What follows belongs to an exercise in optimizing a design on an open flow for small area, a short achievable clock period and few clock cycles per item; a production flow would make more cautious choices. Function was checked by simulation only, so behaviour that the tests miss may differ from the original.

==> inputs of v37 <==
## accel_tilt_smoother
module accel_tilt_smoother (
    input  logic               aclk,
    input  logic               aresetn,
    input  logic               s_valid,
    output logic               s_ready,
    input  logic signed [15:0] s_accel_x,
    input  logic signed [15:0] s_accel_y,
    input  logic signed [15:0] s_accel_z,
    output logic               m_valid,
    input  logic               m_ready,
    output logic signed [15:0] m_mean_x,
    output logic signed [15:0] m_mean_y,
    output logic signed [15:0] m_mean_z,
    output logic signed [15:0] m_tilt_x,
    output logic signed [15:0] m_tilt_y,
    output logic [7:0]         m_servo_x,
    output logic [7:0]         m_servo_y
);
==> module atc_front, before the edit <==
module atc_front (
    input  logic               aclk,
    input  logic               aresetn,
    input  logic               recirc,
    input  logic               recirc_next,
    input  logic               s_valid,
    output logic               s_ready,
    input  logic signed [15:0] s_accel_x,
    input  logic signed [15:0] s_accel_y,
    input  logic signed [15:0] s_accel_z,
    output logic               entering,
    output logic [18:0]        sum_x,
    output logic [18:0]        sum_y,
    output logic [18:0]        sum_z
);
    logic [47:0] in_reg;
    logic        in_v;
    logic [47:0] w [7];
    logic [18:0] tx_reg, ty_reg, tz_reg;
    logic [2:0]  fill;
    logic        full;
    logic [18:0] ox, oy, oz;
    logic in_v_next;
    assign entering  = in_v && !recirc;
    assign in_v_next = s_ready ? s_valid : in_v;
    always_ff @(posedge aclk) begin
        if (s_ready) begin
            in_reg <= {s_accel_x, s_accel_y, s_accel_z};
        end
    end
    always_ff @(posedge aclk) begin
        if (!aresetn) begin
            in_v    <= 1'b0;
            s_ready <= 1'b1;
        end else begin
            in_v    <= in_v_next;
            s_ready <= !in_v_next || !recirc_next;
        end
    end
    assign sum_x = tx_reg + 19'($signed(in_reg[47:32]));
    assign sum_y = ty_reg + 19'($signed(in_reg[31:16]));
    assign sum_z = tz_reg + 19'($signed(in_reg[15:0]));
    assign full = (fill == 3'd7);
    assign ox   = full ? 19'($signed(w[6][47:32])) : 19'd0;
    assign oy   = full ? 19'($signed(w[6][31:16])) : 19'd0;
    assign oz   = full ? 19'($signed(w[6][15:0]))  : 19'd0;
    always_ff @(posedge aclk) begin
        if (entering) begin
            w[0] <= in_reg;
            for (int k = 1; k < 7; k++) begin
                w[k] <= w[k-1];
            end
        end
    end
    always_ff @(posedge aclk) begin
        if (!aresetn) begin
            tx_reg <= '0;
            ty_reg <= '0;
            tz_reg <= '0;
            fill   <= '0;
        end else if (entering) begin
            tx_reg <= sum_x - ox;
            ty_reg <= sum_y - oy;
            tz_reg <= sum_z - oz;
            if (!full) begin
                fill <= fill + 3'd1;
            end
        end
    end
endmodule
clock: 10.0 ns
lec_check: 0
abc_area: 1
cap_margin: 20
core_margin: 2
core_utilization: 40
slew_margin: 20
run.sh (not shown) runs the stock make flow with config.mk's settings and CLKGATE_MAP_FILE= SYNTH_SCRIPT=/design/flow/synth_recipe.tcl, a recipe that flattens the netlist after the stock synthesis.
==> v39 (differences from v37) <==
--- a/flow/design.v
+++ b/flow/design.v
@@ -65,31 +65,33 @@
 );
     logic [47:0] in_reg;
     logic        in_v;
     logic [47:0] w [7];
     logic [18:0] tx_reg, ty_reg, tz_reg;
     logic [2:0]  fill;
     logic        full;
     logic [18:0] ox, oy, oz;
-    logic in_v_next;
+    logic in_v_next, ready, ready_q;
+    assign ready     = !in_v || !recirc;
     assign entering  = in_v && !recirc;
-    assign in_v_next = s_ready ? s_valid : in_v;
+    assign in_v_next = ready ? s_valid : in_v;
+    assign s_ready   = ready_q;
     always_ff @(posedge aclk) begin
-        if (s_ready) begin
+        if (ready) begin
             in_reg <= {s_accel_x, s_accel_y, s_accel_z};
         end
     end
     always_ff @(posedge aclk) begin
         if (!aresetn) begin
             in_v    <= 1'b0;
-            s_ready <= 1'b1;
+            ready_q <= 1'b1;
         end else begin
             in_v    <= in_v_next;
-            s_ready <= !in_v_next || !recirc_next;
+            ready_q <= !in_v_next || !recirc_next;
         end
     end
     assign sum_x = tx_reg + 19'($signed(in_reg[47:32]));
     assign sum_y = ty_reg + 19'($signed(in_reg[31:16]));
     assign sum_z = tz_reg + 19'($signed(in_reg[15:0]));
     assign full = (fill == 3'd7);
     assign ox   = full ? 19'($signed(w[6][47:32])) : 19'd0;
     assign oy   = full ? 19'($signed(w[6][31:16])) : 19'd0;
==> v13 (differences from v37) <==
--- a/flow/design.v
+++ b/flow/design.v
@@ -65,60 +65,74 @@
 );
     logic [47:0] in_reg;
     logic        in_v;
     logic [47:0] w [7];
     logic [18:0] tx_reg, ty_reg, tz_reg;
     logic [2:0]  fill;
     logic        full;
     logic [18:0] ox, oy, oz;
-    logic in_v_next;
+    logic [18:0] cx_s, cx_c, cy_s, cy_c, cz_s, cz_c;
+    logic in_v_next, ready, ready_q;
+    assign ready     = !in_v || !recirc;
     assign entering  = in_v && !recirc;
-    assign in_v_next = s_ready ? s_valid : in_v;
+    assign in_v_next = ready ? s_valid : in_v;
+    assign s_ready   = ready_q;
     always_ff @(posedge aclk) begin
-        if (s_ready) begin
+        if (ready) begin
             in_reg <= {s_accel_x, s_accel_y, s_accel_z};
         end
     end
     always_ff @(posedge aclk) begin
         if (!aresetn) begin
             in_v    <= 1'b0;
-            s_ready <= 1'b1;
+            ready_q <= 1'b1;
         end else begin
             in_v    <= in_v_next;
-            s_ready <= !in_v_next || !recirc_next;
+            ready_q <= !in_v_next || !recirc_next;
         end
     end
     assign sum_x = tx_reg + 19'($signed(in_reg[47:32]));
     assign sum_y = ty_reg + 19'($signed(in_reg[31:16]));
     assign sum_z = tz_reg + 19'($signed(in_reg[15:0]));
-    assign full = (fill == 3'd7);
     assign ox   = full ? 19'($signed(w[6][47:32])) : 19'd0;
     assign oy   = full ? 19'($signed(w[6][31:16])) : 19'd0;
     assign oz   = full ? 19'($signed(w[6][15:0]))  : 19'd0;
+    function automatic logic [37:0] csa3(input logic [18:0] a, input logic [18:0] b,
+                                         input logic [18:0] c);
+        logic [18:0] s, k;
+        s = a ^ b ^ c;
+        k = (a & b) | (a & c) | (b & c);
+        csa3 = {s, k[17:0], 1'b0};
+    endfunction
+    assign {cx_s, cx_c} = csa3(tx_reg, 19'($signed(in_reg[47:32])), ~ox);
+    assign {cy_s, cy_c} = csa3(ty_reg, 19'($signed(in_reg[31:16])), ~oy);
+    assign {cz_s, cz_c} = csa3(tz_reg, 19'($signed(in_reg[15:0])), ~oz);
     always_ff @(posedge aclk) begin
         if (entering) begin
             w[0] <= in_reg;
             for (int k = 1; k < 7; k++) begin
                 w[k] <= w[k-1];
             end
         end
     end
     always_ff @(posedge aclk) begin
         if (!aresetn) begin
             tx_reg <= '0;
             ty_reg <= '0;
             tz_reg <= '0;
             fill   <= '0;
+            full   <= 1'b0;
         end else if (entering) begin
-            tx_reg <= sum_x - ox;
-            ty_reg <= sum_y - oy;
-            tz_reg <= sum_z - oz;
+            tx_reg <= cx_s + cx_c + 19'd1;
+            ty_reg <= cy_s + cy_c + 19'd1;
+            tz_reg <= cz_s + cz_c + 19'd1;
             if (!full) begin
                 fill <= fill + 3'd1;
+                full <= (fill == 3'd6);
             end
         end
     end
 endmodule
 module atc_back (
     input  logic        aclk,
     input  logic        aresetn,
     input  logic        room_next,
@@ -857,34 +871,34 @@
     logic [5:0] tag_s32;
     logic [5:0] tag_s33;
     logic [5:0] exp_next;
     assign deliver     = v[33] && !recirc;
     assign exp_next    = exp_tag + 6'(deliver);
     assign recirc_next = v[32] && !((tag_s32 == exp_next) && room_next);
     assign v[0]    = recirc || entering;
     assign Sx_s0   = recirc ? Sx_s33 : sum_x;
-    assign Sy_s0   = recirc ? Sy_s33 : sum_y;
-    assign Sz_s0   = recirc ? Sz_s33 : sum_z;
+    assign Sy_s0   = recirc ? Sy_s33 : {sum_y[18], sum_y[17:0] ^ {18{sum_y[18]}}};
+    assign Sz_s0   = recirc ? Sz_s33 : {sum_z[18], sum_z[17:0] ^ {18{sum_z[18]}}};
     assign tag_s0  = recirc ? tag_s33 : next_tag;
     always_ff @(posedge aclk) begin
         if (!aresetn) begin
             v[33:1]  <= '0;
             recirc   <= 1'b0;
             next_tag <= '0;
             exp_tag  <= '0;
         end else begin
             v[33:1]  <= v[32:0];
             recirc   <= recirc_next;
             next_tag <= next_tag + 6'(entering);
             exp_tag  <= exp_next;
         end
     end
-    wire [17:0] sqa_y = Sy_s1[17:0] ^ {18{Sy_s1[18]}};
-    wire [17:0] sqa_z = Sz_s1[17:0] ^ {18{Sz_s1[18]}};
+    wire [17:0] sqa_y = Sy_s1[17:0];
+    wire [17:0] sqa_z = Sz_s1[17:0];
     wire sqt0_s0 = (sqa_y[0] & sqa_y[15]) ^ (sqa_y[1] & sqa_y[14]);
     wire sqt0_c0 = (sqa_y[0] & sqa_y[15]) & (sqa_y[1] & sqa_y[14]);
     wire sqt0_s1 = (sqa_y[0] & sqa_y[17]) ^ (sqa_y[1] & sqa_y[16]) ^ (sqa_y[2] & sqa_y[15]);
     wire sqt0_c1 = ((sqa_y[0] & sqa_y[17]) & (sqa_y[1] & sqa_y[16])) | ((sqa_y[0] & sqa_y[17]) & (sqa_y[2] & sqa_y[15])) | ((sqa_y[1] & sqa_y[16]) & (sqa_y[2] & sqa_y[15]));
     wire sqt0_s2 = (sqa_y[3] & sqa_y[14]) ^ (sqa_y[4] & sqa_y[13]);
     wire sqt0_c2 = (sqa_y[3] & sqa_y[14]) & (sqa_y[4] & sqa_y[13]);
     wire sqt0_s3 = (sqa_y[0] & sqa_y[9]) ^ (sqa_y[1] & sqa_y[8]);
     wire sqt0_c3 = (sqa_y[0] & sqa_y[9]) & (sqa_y[1] & sqa_y[8]);
@@ -1923,18 +1937,20 @@
     wire [31:0] srk_13 = 32'((((srx_13 & srb_13) | (srx_13 & src_13) | (srb_13 & src_13))) << 1);
     wire [31:0] srd3_13 = srs_13 + srk_13 + 32'd4294967289;
     wire srg1_13 = ~srd1_13[31];
     wire srg2_13 = ~srd2_13[31];
     wire srg3_13 = ~srd3_13[31];
     wire [1:0] srdig_13 = srg3_13 ? 2'd3 : (srg2_13 ? 2'd2 : (srg1_13 ? 2'd1 : 2'd0));
     assign root14_s16 = {root13_s16, srdig_13};
     assign M_s16 = 27'(root14_s16);
-    wire signed [26:0] ca_yi = {Sy_s16, 8'd0};
-    wire signed [26:0] ca_xi = {Sz_s16, 8'd0};
+    wire [18:0] ca_sy = {Sy_s16[18], Sy_s16[17:0] ^ {18{Sy_s16[18]}}};
+    wire [18:0] ca_sz = {Sz_s16[18], Sz_s16[17:0] ^ {18{Sz_s16[18]}}};
+    wire signed [26:0] ca_yi = {ca_sy, 8'd0};
+    wire signed [26:0] ca_xi = {ca_sz, 8'd0};
     wire [27:0] ca_ny = 28'(-$signed(ca_yi));
     wire [27:0] ca_nx = 28'(-$signed(ca_xi));
     assign caz_s16 = (Sy_s16 == 19'd0) && (Sz_s16 == 19'd0);
     always_comb begin
       if (Sz_s16[18]) begin
         if (!Sy_s16[18]) begin cax0_s16 = 28'(ca_yi); cay0_s16 = ca_nx; caq_s16 = 2'b01; end
         else begin cax0_s16 = ca_ny; cay0_s16 = 28'(ca_xi); caq_s16 = 2'b10; end
       end else begin cax0_s16 = 28'(ca_xi); cay0_s16 = 28'(ca_yi); caq_s16 = 2'b00; end
@@ -2337,19 +2353,22 @@
       endcase
     end
     wire [31:0] cbc1s = cbg0 ^ cbg1 ^ cbg2;
     wire [31:0] cbc1c = ((cbg0 & cbg1) | (cbg0 & cbg2) | (cbg1 & cbg2)) << 1;
     wire [31:0] cbc2s = cbc1s ^ cbc1c ^ cbg3;
     wire [31:0] cbc2c = ((cbc1s & cbc1c) | (cbc1s & cbg3) | (cbc1c & cbg3)) << 1;
     wire [31:0] cbacc = cbc2s + cbc2c;
     assign ty_s32 = cbz_s32 ? 16'd0 : cbacc[31:16];
-    assign my_s33 = 16'(($signed(Sy_s33) + (Sy_s33[18] ? 19'sd3 : 19'sd4)) >>> 3);
-    assign mz_s33 = 16'(($signed(Sz_s33) + (Sz_s33[18] ? 19'sd3 : 19'sd4)) >>> 3);
-    assign mx_s33 = 16'(($signed(Sx_s33) + (Sx_s33[18] ? 19'sd3 : 19'sd4)) >>> 3);
+    wire [18:0] mnc_my = {Sy_s33[18], Sy_s33[17:0] ^ {18{Sy_s33[18]}}};
+    assign my_s33 = 16'(($signed(mnc_my) + (mnc_my[18] ? 19'sd3 : 19'sd4)) >>> 3);
+    wire [18:0] mnc_mz = {Sz_s33[18], Sz_s33[17:0] ^ {18{Sz_s33[18]}}};
+    assign mz_s33 = 16'(($signed(mnc_mz) + (mnc_mz[18] ? 19'sd3 : 19'sd4)) >>> 3);
+    wire [18:0] mnc_mx = Sx_s33;
+    assign mx_s33 = 16'(($signed(mnc_mx) + (mnc_mx[18] ? 19'sd3 : 19'sd4)) >>> 3);
     wire [21:0] svx_t = 22'($signed(tx_s33));
     wire [21:0] svx_a = svx_t << 5;
     wire [21:0] svx_b = svx_t << 3;
     wire [21:0] svx_c = svx_t << 2;
     wire [21:0] svx_s1 = svx_a ^ svx_b ^ svx_c;
     wire [21:0] svx_c1 = ((svx_a & svx_b) | (svx_a & svx_c) | (svx_b & svx_c)) << 1;
     wire [21:0] svx_s2 = svx_s1 ^ svx_c1 ^ svx_t;
     wire [21:0] svx_c2 = ((svx_s1 & svx_c1) | (svx_s1 & svx_t) | (svx_c1 & svx_t)) << 1;
==> flow/flow/run.sh (new file) <==
#!/bin/bash
# Layout flow: the standard layout (standard.sh: the standard synthesis and
# the ORFS steps to finish, same SDC and clock period), with two changes in how
# the layout is made:
#  - the buffers that buffer_ports puts on every input and output port are
#    sky130_fd_sc_hd__buf_2 cells instead of the library's default choice
#  - timing repair works to a 6.6 ns setup margin on the 10 ns clock, so that
#    it speeds up every path slower than 3.4 ns
# make's full output goes to standard.log here; each ORFS step also keeps its
# own log under orfs/logs/.
set -euo pipefail
cd "$(dirname "${BASH_SOURCE[0]}")/.."
export BUFFER_PORTS_ARGS="-buffer_cell sky130_fd_sc_hd__buf_2"
export SETUP_SLACK_MARGIN=6.6
bash standard.sh > standard.log 2>&1
==> flow/standard.sh (new file) <==
#!/bin/bash
# synth_recipe.tcl (not shown) runs the flow's synth.tcl, then flattens the netlist and writes it again
# the make line also repeats each setting of config.mk as NAME=value (left out here)
make -C /OpenROAD-flow-scripts/flow DESIGN_CONFIG=/design/flow/config.mk WORK_HOME=/design/flow/orfs CLKGATE_MAP_FILE= SYNTH_SCRIPT=/design/flow/synth_recipe.tcl "${@:-finish}"
==> flow/config.mk (replaced) <==
export PLATFORM = sky130hd
export DESIGN_NAME = accel_tilt_smoother
export DESIGN_NICKNAME = accel_tilt_smoother
export VERILOG_FILES = /design/flow/design.v
export SDC_FILE = /design/flow/constraint.sdc
export NUM_CORES = 4
export LEC_CHECK = 0
export ABC_AREA = 1
export CAP_MARGIN = 20
export CORE_MARGIN = 2
export CORE_UTILIZATION = 50
export PLACE_DENSITY = 0.62
export SLEW_MARGIN = 20
removed: flow/run.sh
==> run_results.csv <==
group,metric,value,unit
status,status,"finished clean",
floorplan,start_util,0.401,
synth,synthTopCellsByCount,"nand2_1, dfxtp_1, inv_1",
cells_and_area,fin_area,286000,µm²
timing,fmax,228,MHz
cells_and_area,multi_input_area,126000,µm²
timing,slew_headroom,0.277,
critical_path,worstReg2RegEnd,"u_back.rem12_s15[16]",
critical_path,slowest_stage,"clkdlybuf4s50_1",
floorplan,coreArea,636000,µm²
the above is filed under v37

==> run_results.csv <==
group,metric,value,unit
status,status,"finished clean",
timing,fmax,262,MHz
floorplan,start_util,0.502,
global_route,grt_pass1_vias,190000,
cells_and_area,multi_input_area,131000,µm²
synth,synth_xor_xnor_area_share,0.0891,
critical_path,worstReg2RegEnd,"u_back.rem12_s15[18]",
cells_and_area,fin_area,291000,µm²
route,drtAntennaViolNets,0,
timing,slew_headroom,0.185,
synth,synthTopCellsByCount,"nand2_1, dfxtp_1, inv_1",
floorplan,coreArea,521000,µm²
the above is filed under v13

==> run_results.csv <==
group,metric,value,unit
cells_and_area,multi_input_area,125000,µm²
timing,fmax,237,MHz
cells_and_area,fin_area,285000,µm²
critical_path,slowest_stage,"clkdlybuf4s50_1",
status,status,"finished clean",
timing,slew_headroom,0.301,
synth,synthTopCellsByCount,"nand2_1, dfxtp_1, inv_1",
the above is filed under v39

Testbench counts of v37, summed over its fixed seeds: cycles 1,048, items 768.
Testbench counts of v39, summed over its fixed seeds: cycles 1,048, items 768.
Testbench counts of v13, summed over its fixed seeds: cycles 1,048, items 768.

## what the ideal ports hide
The flow's constraints put no driver on any port. The routed layouts listed below were extracted and timed again, unchanged, in two steps. Step 1 sets driving cells, clkbuf_16 on the clock port and buf_2 on the other inputs (assumed; they add their load-dependent delay and slew). Step 2 adds t to the input delays and takes it off the output delays; t is the mean of the earliest and latest rising clock arrival at the registers after step 1. Input paths then give back, and output paths get back, about the clock's delay inside the block. a / b / c = no drivers / after step 1 / after step 2; a / b = the first two.
run	shift t [ns]	setup slack, ns	worst hold slack (ns)	worst register clock-pin slew, ns
v37	1.183	5.608 / 5.483 / 5.564	0.279 / 0.279 / 0.279	0.07 / 0.07
v39	1.183	5.784 / 5.662 / 5.913	0.270 / 0.270 / 0.270	0.07 / 0.07
v13	1.164	6.180 / 6.062 / 5.712	0.275 / 0.275 / 0.275	0.07 / 0.07
After both steps every run listed still meets setup and hold. For v13, which loses most, drivers alone change the setup slack by -0.118 ns; drivers and shift together by -0.468 ns.
